What follows belongs to an exercise in optimizing a design on an open flow for small area, a short achievable clock period and few clock cycles per item; a production flow would make more cautious choices.
In this exercise RTL edits were held to simulation tests only and were not proved equivalent to the original.

== wip/onyx ==
## rotation_matrix_to_quaternion
module rotation_matrix_to_quaternion (
    input  wire logic                         i_clk,
    input  wire logic                         i_rst_n,
    input  wire logic                         i_valid,
    output logic                              o_stall,
    input  wire logic signed [rmq_pkg::DW-1:0] i_m00,
    input  wire logic signed [rmq_pkg::DW-1:0] i_m01,
    input  wire logic signed [rmq_pkg::DW-1:0] i_m02,
    input  wire logic signed [rmq_pkg::DW-1:0] i_m10,
    input  wire logic signed [rmq_pkg::DW-1:0] i_m11,
    input  wire logic signed [rmq_pkg::DW-1:0] i_m12,
    input  wire logic signed [rmq_pkg::DW-1:0] i_m20,
    input  wire logic signed [rmq_pkg::DW-1:0] i_m21,
    input  wire logic signed [rmq_pkg::DW-1:0] i_m22,
    output logic                              o_valid,
    input  wire logic                         i_stall,
    output logic signed [rmq_pkg::DW-1:0]     o_quat_w,
    output logic signed [rmq_pkg::DW-1:0]     o_quat_x,
    output logic signed [rmq_pkg::DW-1:0]     o_quat_y,
    output logic signed [rmq_pkg::DW-1:0]     o_quat_z,
    output logic [1:0]                        o_branch_used,
    output logic                              o_div_fault
);
clock: 7.5 ns
lec_check: 0
abc_area: 1
cap_margin: 20
core_margin: 2
core_utilization: 55
cts_buf_list: sky130_fd_sc_hd__clkbuf_8
setup_slack_margin: 3.5
slew_margin: 20
run.sh (not shown) runs the stock make flow with config.mk's settings and CLKGATE_MAP_FILE= SYNTH_SCRIPT=/design/flow/synth_recipe.tcl, a recipe that flattens the netlist after the stock synthesis.
wip/onyx finished every step from synthesis to the final layout, and the layout passed the timing, design-rule and antenna checks.
Testbench counts of wip/onyx, summed over its fixed seeds: cycles 4,136, items 4,000.
Here is what was changed in the inputs of wip/xenon compared with wip/onyx.
- a change of SETUP_SLACK_MARGIN from 3.5 to 3.6
- a change of CORE_UTILIZATION from 55 to 40
- a deleted CTS_BUF_LIST that had been sky130_fd_sc_hd__clkbuf_8
- an added TNS_END_PERCENT of 5
==> comparison <==
Run comparison: wip/onyx cell type of the slowest stage on the worst timing path ha_1; wip/xenon cell type of the slowest stage on the worst timing path edfxtp_1
Delta (wip/xenon minus wip/onyx): cell count after placement moved up; fraction of the cycle the final worst path needs moved down; global routing usage summed across all routing layers moved down; fmax moved up.
The following lists how wip/zinc was set up differently from wip/xenon:
- an added CTS_BUF_LIST of sky130_fd_sc_hd__clkbuf_4 sky130_fd_sc_hd__clkbuf_8
- a change of SETUP_SLACK_MARGIN from 3.6 to 3.0
- a change of TNS_END_PERCENT from 5 to 10
Notes after the runs:
wip/zinc went all the way through synthesis, placement and routing and the layout is clean on timing, DRC and antenna. wip/xenon vs wip/zinc, topmost layer with routed signal wires: met4 vs met5. Relative to wip/xenon, setup slack has gone down in wip/zinc. As of wip/zinc, final cell count had fallen slightly compared to wip/xenon. Comparing average via count per standard cell for wip/zinc and wip/xenon, the bigger number came from wip/xenon. On clock sink count, wip/zinc and wip/xenon are neck and neck.
diff inputs: wip/zinc => wip/yarrow
- swapping sky130_fd_sc_hd__clkbuf_4 sky130_fd_sc_hd__clkbuf_8 for sky130_fd_sc_hd__clkbuf_8 in CTS_BUF_LIST
==> notes.md <==
- Going from wip/zinc to wip/yarrow, post-route fraction of the period consumed by the critical path shrank by 0.15 points, max capacitance violation total about even, cell count after placement did not really move.
- wip/yarrow against wip/zinc: wire length essentially unchanged, share of post-route cells with drive strength above 1 decreased 0.49 points.
- Changes observed in wip/yarrow relative to wip/zinc: number of gates given a new drive strength after cts went down.
Here is what was changed in the inputs of wip/lagoon compared with wip/yarrow.
- removing CTS_BUF_LIST (formerly sky130_fd_sc_hd__clkbuf_8)
Notes after the runs:
- wip/lagoon: no failed stages, no open violations at the end
- Re cell count: wip/lagoon is 169 down on wip/yarrow.
- The worst setup slack of wip/lagoon is lower than that of wip/yarrow.
- The maximum clock rate in wip/lagoon sits 1.6% below the value recorded for wip/yarrow.
Modified inputs, wip/violet compared to wip/lagoon
- swapping 40 for 48 in CORE_UTILIZATION
--- outcome ---
Having completed the whole flow, wip/violet delivered a layout that passed the timing, design-rule and antenna checks. NOTE via total after detailed routing wip/lagoon->wip/violet increased by a few percent. On buffering overhead, wip/violet and wip/lagoon are neck and neck.

-- re-timing with driven ports --
The results above use ideal ports. As a check the final layouts listed here were re-extracted and re-timed, cells and wires unchanged.
Step 1 (the two cells are an assumption about what drives the block):
set clk [get_ports {i_clk}]
set_driving_cell -lib_cell sky130_fd_sc_hd__clkbuf_16 $clk
set_driving_cell -lib_cell sky130_fd_sc_hd__buf_2 [delete_from_list [all_inputs] $clk]
Step 2 moves the port delays by t, midway between the first and last clock arrival at a register: inputs arrive t later, outputs are due t later. That takes back most of the time a late clock gives input paths.
a / b / c = ideal ports / drivers / drivers and shift; a / b = the first two.
run | t, ns | setup WS [ns] | pins driven straight from the clock port
wip/onyx | 1.097 | 2.887 / 2.887 / 2.581 | 1
wip/xenon | 0.938 | 3.197 / 3.197 / 2.493 | 1
wip/zinc | 1.044 | 2.982 / 2.960 / 2.191 | 1
wip/yarrow | 1.044 | 2.994 / 2.962 / 2.184 | 1
wip/lagoon | 0.930 | 2.921 / 2.890 / 2.271 | 1
wip/violet | 0.908 | 2.937 / 2.911 / 2.201 | 1
After both steps setup and hold are still met in every run listed. For wip/yarrow, which loses most, drivers alone change the setup slack by -0.032 ns; drivers and shift together by -0.810 ns.
